This is an optimization exercise on Yosys and OpenROAD, whose aim is small area, a short achievable clock period and few clock cycles per item, not a production implementation. Only simulation tests tie the RTL to the original design; equivalence was not proved.

`design/flow/design.v`:
```
package rsc_pkg;
    localparam int STACK_DEPTH_DEF = 16;
    localparam int DIV_STEPS       = 48;
    localparam int ITER_W          = 16;
    localparam logic signed [31:0] Q_ONE   = 32'sh0001_0000;
    localparam logic signed [31:0] S32_MAX = 32'sh7FFF_FFFF;
    localparam logic signed [31:0] S32_MIN = 32'sh8000_0000;
    typedef enum logic [2:0] {
        REQ_PUSH = 3'd0,
        REQ_ADD  = 3'd1,
        REQ_SUB  = 3'd2,
        REQ_MUL  = 3'd3,
        REQ_DIV  = 3'd4,
        REQ_POW  = 3'd5
    } t_req;
    typedef enum logic [2:0] {
        ST_OK    = 3'd0,
        ST_FEW   = 3'd1,
        ST_FULL  = 3'd2,
        ST_DIVZ  = 3'd3,
        ST_SAT   = 3'd4
    } t_status;
    typedef enum logic [3:0] {
        S_IDLE,
        S_DECODE,
        S_ALU,
        S_MUL_P,
        S_MUL_S,
        S_DIV_STEP,
        S_DIV_FIN,
        S_COMMIT,
        S_RESP
    } t_state;
    typedef struct packed {
        logic capture;
        logic fetch;
        logic alu;
        logic mul_prod;
        logic mul_sat;
        logic div_step;
        logic div_fin;
        logic commit;
    } t_dp_cmd;
    typedef struct packed {
        logic [2:0] req;
        logic       few;
        logic       pow_trivial;
        logic       div_zero;
        logic       iter_last;
    } t_dp_stat;
endpackage
module rsc_ctrl (
    input  logic              i_clk,
    input  logic              i_rst_n,
    input  logic              i_in_valid,
    output logic              o_in_ready,
    output logic              o_out_valid,
    input  logic              i_out_ready,
    input  rsc_pkg::t_dp_stat i_stat,
    output rsc_pkg::t_dp_cmd  o_cmd
);
    rsc_pkg::t_state r_state;
    rsc_pkg::t_state n_state;
    always_ff @(posedge i_clk) begin
        if (!i_rst_n) begin
            r_state <= rsc_pkg::S_IDLE;
        end else begin
            r_state <= n_state;
        end
    end
    always_comb begin
        n_state = r_state;
        unique case (r_state)
            rsc_pkg::S_IDLE: begin
                if (i_in_valid) begin
                    n_state = rsc_pkg::S_DECODE;
                end
            end
            rsc_pkg::S_DECODE: begin
                priority if (i_stat.req == rsc_pkg::REQ_PUSH || i_stat.req > rsc_pkg::REQ_POW || i_stat.few) begin
                    n_state = rsc_pkg::S_COMMIT;
                end else if (i_stat.req == rsc_pkg::REQ_MUL) begin
                    n_state = rsc_pkg::S_MUL_P;
                end else if (i_stat.req == rsc_pkg::REQ_POW) begin
                    n_state = i_stat.pow_trivial ? rsc_pkg::S_ALU : rsc_pkg::S_MUL_P;
                end else if (i_stat.req == rsc_pkg::REQ_DIV) begin
                    n_state = i_stat.div_zero ? rsc_pkg::S_ALU : rsc_pkg::S_DIV_STEP;
                end else begin
                    n_state = rsc_pkg::S_ALU;
                end
            end
            rsc_pkg::S_ALU:      n_state = rsc_pkg::S_COMMIT;
            rsc_pkg::S_MUL_P:    n_state = rsc_pkg::S_MUL_S;
            rsc_pkg::S_MUL_S:    n_state = i_stat.iter_last ? rsc_pkg::S_COMMIT : rsc_pkg::S_MUL_P;
            rsc_pkg::S_DIV_STEP: n_state = i_stat.iter_last ? rsc_pkg::S_DIV_FIN : rsc_pkg::S_DIV_STEP;
            rsc_pkg::S_DIV_FIN:  n_state = rsc_pkg::S_COMMIT;
            rsc_pkg::S_COMMIT:   n_state = rsc_pkg::S_RESP;
            rsc_pkg::S_RESP: begin
                if (i_out_ready) begin
                    n_state = rsc_pkg::S_IDLE;
                end
            end
            default:    n_state = rsc_pkg::S_IDLE;
        endcase
    end
    always_comb begin
        o_cmd          = '0;
        o_in_ready     = 1'b0;
        o_out_valid    = 1'b0;
        unique case (r_state)
            rsc_pkg::S_IDLE: begin
                o_in_ready  = 1'b1;
                o_cmd.capture = i_in_valid;
            end
            rsc_pkg::S_DECODE:   o_cmd.fetch    = 1'b1;
            rsc_pkg::S_ALU:      o_cmd.alu      = 1'b1;
            rsc_pkg::S_MUL_P:    o_cmd.mul_prod = 1'b1;
            rsc_pkg::S_MUL_S:    o_cmd.mul_sat  = 1'b1;
            rsc_pkg::S_DIV_STEP: o_cmd.div_step = 1'b1;
            rsc_pkg::S_DIV_FIN:  o_cmd.div_fin  = 1'b1;
            rsc_pkg::S_COMMIT:   o_cmd.commit   = 1'b1;
            rsc_pkg::S_RESP:     o_out_valid    = 1'b1;
            default:    o_cmd          = '0;
        endcase
    end
endmodule
module rsc_dp #(
    parameter int STACK_DEPTH = rsc_pkg::STACK_DEPTH_DEF
) (
    input  logic              i_clk,
    input  logic              i_rst_n,
    input  rsc_pkg::t_dp_cmd  i_cmd,
    output rsc_pkg::t_dp_stat o_stat,
    input  logic [2:0]        i_req_type,
    input  logic [31:0]       i_operand_value,
    output logic [31:0]       o_result_value,
    output logic [31:0]       o_top_value,
    output logic [4:0]        o_stack_depth,
    output logic [2:0]        o_status
);
    localparam int AW = $clog2(STACK_DEPTH);
    localparam int CW = $clog2(STACK_DEPTH + 1);
    logic [31:0]       r_mem [STACK_DEPTH];
    logic [31:0]       r_rd_q;
    logic [CW-1:0]     r_cnt;
    logic [31:0]       r_top;
    logic [2:0]        r_req;
    logic [31:0]       r_val;
    logic signed [31:0] r_lhs, r_rhs, r_acc, r_res;
    logic signed [63:0] r_prod;
    logic [rsc_pkg::ITER_W-1:0] r_iter;
    logic [31:0]       r_rem, r_dvs;
    logic [47:0]       r_quo;
    logic              r_sat, r_dz;
    logic [31:0]       r_o_res, r_o_top;
    logic [4:0]        r_o_depth;
    logic [2:0]        r_o_status;
    logic [AW-1:0]     rd_addr;
    logic              full, few;
    logic [16:0]       pow_ceil;
    logic [rsc_pkg::ITER_W-1:0] pow_n;
    logic signed [32:0] sum;
    logic signed [47:0] mul_v;
    logic              mul_ovf;
    logic signed [31:0] mul_q;
    logic [32:0]       div_sh;
    logic              div_ge;
    logic              div_neg;
    logic [CW-1:0]     cnt_new;
    logic [31:0]       cnt_ext;
    assign rd_addr = AW'(r_cnt - CW'(2));
    assign full    = (r_cnt == CW'(STACK_DEPTH));
    assign few     = (r_cnt < CW'(2));
    assign pow_ceil = {1'b0, r_top[31:16]} + {16'd0, |r_top[15:0]};
    assign pow_n    = rsc_pkg::ITER_W'(pow_ceil - 17'd1);
    assign o_stat.req         = r_req;
    assign o_stat.few         = few;
    assign o_stat.pow_trivial = ($signed(r_top) <= rsc_pkg::Q_ONE);
    assign o_stat.div_zero    = (r_top == '0);
    assign o_stat.iter_last   = (r_iter == rsc_pkg::ITER_W'(1));
    always_comb begin
        if (r_req == rsc_pkg::REQ_SUB) begin
            sum = {r_lhs[31], r_lhs} - {r_rhs[31], r_rhs};
        end else begin
            sum = {r_lhs[31], r_lhs} + {r_rhs[31], r_rhs};
        end
    end
    assign mul_v   = r_prod[63:16] + {47'd0, r_prod[63] & (|r_prod[15:0])};
    assign mul_ovf = (mul_v[47:31] != {17{mul_v[31]}});
    assign mul_q   = mul_ovf ? (mul_v[47] ? rsc_pkg::S32_MIN : rsc_pkg::S32_MAX) : mul_v[31:0];
    assign div_sh  = {r_rem, r_quo[47]};
    assign div_ge  = (div_sh >= {1'b0, r_dvs});
    assign div_neg = r_lhs[31] ^ r_rhs[31];
    always_ff @(posedge i_clk) begin
        r_rd_q <= r_mem[rd_addr];
        if (i_cmd.commit) begin
            if (r_req == rsc_pkg::REQ_PUSH && !full) begin
                r_mem[r_cnt[AW-1:0]] <= r_val;
            end else if (r_req >= rsc_pkg::REQ_ADD && r_req <= rsc_pkg::REQ_POW && !few) begin
                r_mem[rd_addr] <= r_res;
            end
        end
    end
    always_comb begin
        cnt_new = r_cnt;
        if (r_req == rsc_pkg::REQ_PUSH && !full) begin
            cnt_new = r_cnt + CW'(1);
        end else if (r_req >= rsc_pkg::REQ_ADD && r_req <= rsc_pkg::REQ_POW && !few) begin
            cnt_new = r_cnt - CW'(1);
        end
    end
    assign cnt_ext = 32'(cnt_new);
    always_ff @(posedge i_clk) begin
        if (!i_rst_n) begin
            r_cnt <= '0;
        end else if (i_cmd.commit) begin
            r_cnt <= cnt_new;
        end
    end
    always_ff @(posedge i_clk) begin
        if (i_cmd.capture) begin
            r_req <= i_req_type;
            r_val <= i_operand_value;
        end
        if (i_cmd.fetch) begin
            r_lhs <= r_rd_q;
            r_rhs <= r_top;
            r_sat <= 1'b0;
            r_dz  <= 1'b0;
            r_res <= '0;
            r_acc <= (r_req == rsc_pkg::REQ_POW) ? r_rd_q : r_top;
            priority if (r_req == rsc_pkg::REQ_POW) begin
                r_iter <= pow_n;
            end else if (r_req == rsc_pkg::REQ_DIV) begin
                r_iter <= rsc_pkg::ITER_W'(rsc_pkg::DIV_STEPS);
            end else begin
                r_iter <= rsc_pkg::ITER_W'(1);
            end
            r_rem <= '0;
            r_quo <= {(r_rd_q[31] ? 32'(-r_rd_q) : r_rd_q), 16'd0};
            r_dvs <= r_top[31] ? 32'(-r_top) : r_top;
        end
        if (i_cmd.alu) begin
            priority if (r_req == rsc_pkg::REQ_POW) begin
                r_res <= (r_rhs == '0) ? rsc_pkg::Q_ONE : r_lhs;
            end else if (r_req == rsc_pkg::REQ_DIV) begin
                r_dz <= 1'b1;
                priority if (r_lhs == '0) begin
                    r_res <= '0;
                end else if (r_lhs[31]) begin
                    r_res <= rsc_pkg::S32_MIN;
                end else begin
                    r_res <= rsc_pkg::S32_MAX;
                end
            end else begin
                if (sum[32] != sum[31]) begin
                    r_sat <= 1'b1;
                    r_res <= sum[32] ? rsc_pkg::S32_MIN : rsc_pkg::S32_MAX;
                end else begin
                    r_res <= sum[31:0];
                end
            end
        end
        if (i_cmd.mul_prod) begin
            r_prod <= r_lhs * r_acc;
        end
        if (i_cmd.mul_sat) begin
            r_acc  <= mul_q;
            r_res  <= mul_q;
            r_sat  <= r_sat | mul_ovf;
            r_iter <= r_iter - rsc_pkg::ITER_W'(1);
        end
        if (i_cmd.div_step) begin
            r_rem  <= div_ge ? 32'(div_sh - {1'b0, r_dvs}) : div_sh[31:0];
            r_quo  <= {r_quo[46:0], div_ge};
            r_iter <= r_iter - rsc_pkg::ITER_W'(1);
        end
        if (i_cmd.div_fin) begin
            priority if (!div_neg && r_quo > 48'h0000_7FFF_FFFF) begin
                r_sat <= 1'b1;
                r_res <= rsc_pkg::S32_MAX;
            end else if (div_neg && r_quo > 48'h0000_8000_0000) begin
                r_sat <= 1'b1;
                r_res <= rsc_pkg::S32_MIN;
            end else begin
                r_res <= div_neg ? 32'(-r_quo[31:0]) : r_quo[31:0];
            end
        end
    end
    always_ff @(posedge i_clk) begin
        if (i_cmd.commit) begin
            r_o_depth <= cnt_ext[4:0];
            priority if (r_req == rsc_pkg::REQ_PUSH) begin
                if (full) begin
                    r_o_res    <= '0;
                    r_o_top    <= r_top;
                    r_o_status <= rsc_pkg::ST_FULL;
                end else begin
                    r_top      <= r_val;
                    r_o_res    <= r_val;
                    r_o_top    <= r_val;
                    r_o_status <= rsc_pkg::ST_OK;
                end
            end else if (r_req > rsc_pkg::REQ_POW) begin
                r_o_res    <= '0;
                r_o_top    <= (r_cnt == '0) ? '0 : r_top;
                r_o_status <= rsc_pkg::ST_OK;
            end else if (few) begin
                r_o_res    <= '0;
                r_o_top    <= (r_cnt == '0) ? '0 : r_top;
                r_o_status <= rsc_pkg::ST_FEW;
            end else begin
                r_top      <= r_res;
                r_o_res    <= r_res;
                r_o_top    <= r_res;
                r_o_status <= r_dz ? rsc_pkg::ST_DIVZ : (r_sat ? rsc_pkg::ST_SAT : rsc_pkg::ST_OK);
            end
        end
    end
    assign o_result_value = r_o_res;
    assign o_top_value    = r_o_top;
    assign o_stack_depth  = r_o_depth;
    assign o_status       = r_o_status;
endmodule
module rpn_stack_calculator_top #(
    parameter int STACK_DEPTH = rsc_pkg::STACK_DEPTH_DEF
) (
    input  logic        i_clk,
    input  logic        i_rst_n,
    input  logic        i_in_valid,
    output logic        o_in_ready,
    input  logic [2:0]  i_req_type,
    input  logic [31:0] i_operand_value,
    output logic        o_out_valid,
    input  logic        i_out_ready,
    output logic [31:0] o_result_value,
    output logic [31:0] o_top_value,
    output logic [4:0]  o_stack_depth,
    output logic [2:0]  o_status
);
    rsc_pkg::t_dp_cmd  cmd;
    rsc_pkg::t_dp_stat stat;
    rsc_ctrl u_ctrl (
        .i_clk       (i_clk),
        .i_rst_n     (i_rst_n),
        .i_in_valid  (i_in_valid),
        .o_in_ready  (o_in_ready),
        .o_out_valid (o_out_valid),
        .i_out_ready (i_out_ready),
        .i_stat      (stat),
        .o_cmd       (cmd)
    );
    rsc_dp #(
        .STACK_DEPTH (STACK_DEPTH)
    ) u_dp (
        .i_clk           (i_clk),
        .i_rst_n         (i_rst_n),
        .i_cmd           (cmd),
        .o_stat          (stat),
        .i_req_type      (i_req_type),
        .i_operand_value (i_operand_value),
        .o_result_value  (o_result_value),
        .o_top_value     (o_top_value),
        .o_stack_depth   (o_stack_depth),
        .o_status        (o_status)
    );
endmodule
```
`design/flow/run.sh`:
```
#!/bin/bash
# synth_recipe.tcl (not shown) runs the flow's synth.tcl, then flattens the netlist and writes it again
# the make line also repeats each setting of config.mk as NAME=value (left out here)
make -C /OpenROAD-flow-scripts/flow DESIGN_CONFIG=/design/flow/config.mk WORK_HOME=/design/flow/orfs CLKGATE_MAP_FILE= SYNTH_SCRIPT=/design/flow/synth_recipe.tcl finish
```
`design/flow/config.mk`:
```
export PLATFORM = sky130hd
export DESIGN_NAME = rpn_stack_calculator_top
export DESIGN_NICKNAME = rpn_stack_calculator_top
export VERILOG_FILES = /design/flow/design.v
export SDC_FILE = /design/flow/constraint.sdc
export NUM_CORES = 4
export LEC_CHECK = 0
export CAP_MARGIN = 20
export CORE_MARGIN = 2
export CORE_UTILIZATION = 40
export SLEW_MARGIN = 20
```
`design/flow/constraint.sdc`:
```
create_clock -name core_clock -period 10.0 [get_ports {i_clk}]
set_input_delay 2.0000 -clock core_clock [delete_from_list [all_inputs] [get_ports {i_clk}]]
set_output_delay 2.0000 -clock core_clock [all_outputs]
set_load 0.01 [all_outputs]
```
==> flow_summary.toml <==
[timing]
setup_tns_ns = 0
setup_violations = 0
slew_violations = 0
skew_ns = 0.0481
slew-limit-headroom = 0.218
finalHoldViolCount = 0
rsz0062_at_grt = "no"
fin_crit_sh = 0.909
worst_slew_pin_slew_ns = 1.17
fin_crit_ns = 9.09
fmax_ghz = 0.110

[synthesis]
ys_types = 90
yosysWarnings = 2
ys_ff_latch = 1013
synthesis.area_um2 = 83000
async_reset_ff_frac = 0
syn_nets = 8584
avgSynthCellArea_um2 = 11.5
seq_area_frac_synth = 0.361
synthCells = 7198
synth_edf_count = 970
ys.flop_type = "edfxtp_1"

[setup_path]
path_common_cell = "fa_1"
endpoint_kind = "register"
r2r_slack_ns = 0.91
slowest_delay_ns = 1.12
critPathLaunchType = "register"
crit_cells = 24
slowest_stage = "edfxtp_1"
worstReg2RegEnd = "u_dp.r_prod[57]"
cp_max_fo = 24
cp_data_required_time_ns = 10.43
critPathCapture = "u_dp.r_prod[57]"
reg2reg_depth = 24
worst_path_dominant_cell_family = "adder cells"
timing.critical_path.buf_inv = 4
cp_cell_sequence = "buf_4 > nand2_1 > fa_1 > inv_1 > fa_1 > fa_1 > fa_1 > fa_1 > fa_1 > fa_1 > inv_1 > fa_1 > inv_1 > ha_1 > a21o_1 > a21o_1 > a21oi_1 > nand2_1 > or3_1 > a41oi_1 > o21ai_1 > a31oi_1 > nor4_1 > a311o_1"
regToRegStartpoint = "u_dp.r_lhs[10]"
startpoint = "u_dp.r_lhs[10]"
worstSetupPathType = "register to register"
worstPathArrival_ns = 9.52

[die]
initial_core_util = 0.402
ios = 113
die_h_um = 460
num_rows = 167
die_area_um2 = 211000
core-area_um2 = 207000
die_w_um = 460

[final_layout]
layout_common_cells = "fa_1 (1,084), inv_1 (1,048), edfxtp_1 (970)"
drive_gt1_frac = 0.0800
final_common_cell = "fa_1"
area_growth_pct = 9.81
stdcell_area_um2 = 91200
final_nets = 8585

[cts]
cts_tree = "done"
cts_hold_buf = 0
path_clk_slew_ns = 0.06
postCtsSetupBuffers = 0
cts_max_path_buffers = 3
cts.htree.levels = 3
cts_root_buf = "clkbuf_16"
clock-sinks = 1013
numCtsBuffers = 101
cts_resized = 0
clock_latency_ns = 0.72

[grt]
grt_usage = 0.235
grt_overflow = 0
antenna_found_initial = 8
grt_max_degree = 106
first_global_vias = 57786
grt_pass1_wl_um = 372000

[route]
drcViolationCount = 0
wl_per_cell_um = 24.5
drtIter0Drc = 5249
routed-via-count = 55290
routed_wl_um = 245000
first_pass_iters = 8
avgViaCountPerCell = 5.53
antenna_left = 0

[min_path]
hold_class = "register to register"
hp-start = "u_dp.r_rd_q[0]"

[place]
place_area_um2 = 87700
post-dp-hpwl_um = 181000
routabilityCongestion = 0.967
io_buffers = 112

[run_status]
outcome = "no timing/DRC/antenna violations"

[flow_run]
maxCapViolations = 0
-- stage by stage --
stage / instances / hold slack [ns] / setup slack, ns / utilization
2_1_floorplan: 7198 / 0.424 / 1.95 / -
3_3_place_gp: 9796 / 0.534 / 1.01 / 0.424
3_5_place_dp: 9798 / 0.545 / 1.03 / 0.424
4_1_cts: 9989 / 0.553 / 0.987 / 0.441
5_1_grt: 9991 / 0.553 / 0.469 / 0.441
6_report: 9995 / 0.553 / 0.907 / 0.441
-- worst reg2reg max path: stages (launching register included) --
cell and delay, ns:
edfxtp_1 1.12, buf_4 0.47, nand2_1 0.14, fa_1 0.58
inv_1 0.06, fa_1 0.55, fa_1 0.42, fa_1 0.51
fa_1 0.43, fa_1 0.47, fa_1 0.56, inv_1 0.07
fa_1 0.48, inv_1 0.04, ha_1 0.37, a21o_1 0.21
a21o_1 0.16, a21oi_1 0.21, nand2_1 0.07, or3_1 0.42
a41oi_1 0.40, o21ai_1 0.25, a31oi_1 0.42, nor4_1 0.09
a311o_1 0.34
-- layer usage --
layer  up-vias  GRT usage  part of all wire
li1      23841          -                 -
met1     28885      0.321              0.41
met2      2153      0.378              0.47
met3       409     0.0345             0.073
met4         2     0.0922             0.046
met5         -          0          0.000053
-- how the worst min path moves through the flow --
stage / to / slack (ns) / depth (start not counted)
after detailed placement: u_dp.r_lhs[0] / 0.54 / 0
after global routing: u_dp.r_lhs[0] / 0.55 / 0
final: u_dp.r_lhs[0] / 0.55 / 0
after CTS: u_dp.r_lhs[0] / 0.55 / 0
after global placement: u_dp.r_quo[38] / 0.53 / 2
after floorplan: u_dp.r_rhs[16] / 0.42 / 0
-- cell usage after synthesis, types with 8 or more instances --
library cell | instances | area share
clkbuf_1 | 357 | 0.016
nor2b_1 | 45 | 0.0034
o21ai_0 | 161 | 0.0097
inv_1 | 1049 | 0.047
dfxtp_1 | 43 | 0.010
nand2_1 | 830 | 0.038
a22o_1 | 35 | 0.0037
nand2b_1 | 42 | 0.0032
or3_1 | 27 | 0.0020
nor2_1 | 201 | 0.0091
mux2i_1 | 67 | 0.0081
o32ai_1 | 8 | 0.00084
or4_1 | 19 | 0.0017
nor3b_1 | 8 | 0.00072
or2_2 | 12 | 0.00090
and3_1 | 38 | 0.0029
o21bai_1 | 17 | 0.0015
nor4_1 | 44 | 0.0033
o21ai_1 | 21 | 0.0013
nand4_1 | 31 | 0.0023
fa_1 | 1084 | 0.26
a21boi_0 | 8 | 0.00072
o22ai_1 | 14 | 0.0011
o41ai_1 | 14 | 0.0015
mux4_2 | 160 | 0.043
a21o_1 | 96 | 0.0087
ha_1 | 263 | 0.040
nor3_1 | 42 | 0.0025
and2_1 | 529 | 0.040
a211oi_1 | 20 | 0.0018
o21a_1 | 13 | 0.0012
and4_1 | 12 | 0.0013
buf_1 | 20 | 0.00090
o211ai_1 | 22 | 0.0020
nand3_1 | 87 | 0.0052
o31ai_1 | 61 | 0.0055
edfxtp_1 | 970 | 0.35
xnor2_1 | 186 | 0.020
a21oi_1 | 234 | 0.014
a31oi_1 | 26 | 0.0020
o21ai_2 | 19 | 0.0020
o221ai_1 | 17 | 0.0018
xor2_1 | 131 | 0.014
-- cell type report --
| cell class | count | area (µm²) |
|---|---|---|
| flip-flops and latches | 1013 | 30000 |
| well taps | 2704 | 3380 |
| fillers | 18898 | 116000 |
| diodes | 4 | 10.0 |
| repair buffers | 286 | 2550 |
| clock inverters | 74 | 842 |
| clock buffers | 117 | 2610 |
| multi-input cells | 4746 | 47800 |
| inverters | 1051 | 3950 |
-- cells by family after synthesis --
| group | Yosys count | synth area share |
|---|---|---|
| muxes | 232 | 0.0522 |
| AOI/OAI and AO/OA | 857 | 0.0676 |
| buffers and inverters | 1439 | 0.0655 |
| adders and majority gates | 1347 | 0.301 |
| and+or+nand+nor | 1992 | 0.119 |
| DFF | 1013 | 0.361 |
| xor gates and xnor gates | 318 | 0.0336 |
-- flip-flops by register name (all words and copies together) (netlist names), 3 cells and up --
signal,flops
u_dp.r_rd_q,32
u_dp.r_rhs,31
u_dp.r_lhs,32
u_dp.r_dvs,32
u_dp.r_o_status,3
u_dp.r_iter,16
u_dp.r_req,3
u_dp.r_val,32
u_dp.r_acc,32
u_dp.r_o_top,32
u_dp.r_quo,48
u_dp.r_res,32
u_dp.r_mem,512
u_dp.r_o_depth,5
u_dp.r_rem,32
u_ctrl.r_state,4
u_dp.r_cnt,5
u_dp.r_o_res,32
u_dp.r_prod,64
u_dp.r_top,32
Testbench counts, summed over its fixed seeds: cycles 37,719, items 4,000.

[afterwards: timing with drivers on the ports]
The results above use ideal ports. As a check the final layout listed here was re-extracted and re-timed, cells and wires unchanged. Step 1 sets driving cells, clkbuf_16 on the clock port and buf_2 on the other inputs (assumed; they add their load-dependent delay and slew). Step 2, shift: input delay + t, output delay - t, t = (earliest + latest rising clock arrival at the registers) / 2. This alone moves slack from input paths to output paths. Three values: ideal, step 1, step 2; two values: the first two.
t, ns: 0.772
setup WS [ns]: 0.907 / 0.907 / 0.907
worst setup path at the end: register to register
clock arrival spread, ns: 0.048 / 0.048
worst slew at a driven data input, ns: 0.06
After both steps this run still meets setup and hold. The setup slack of this run moves by 0.000 ns with the drivers and by 0.000 ns with both steps.
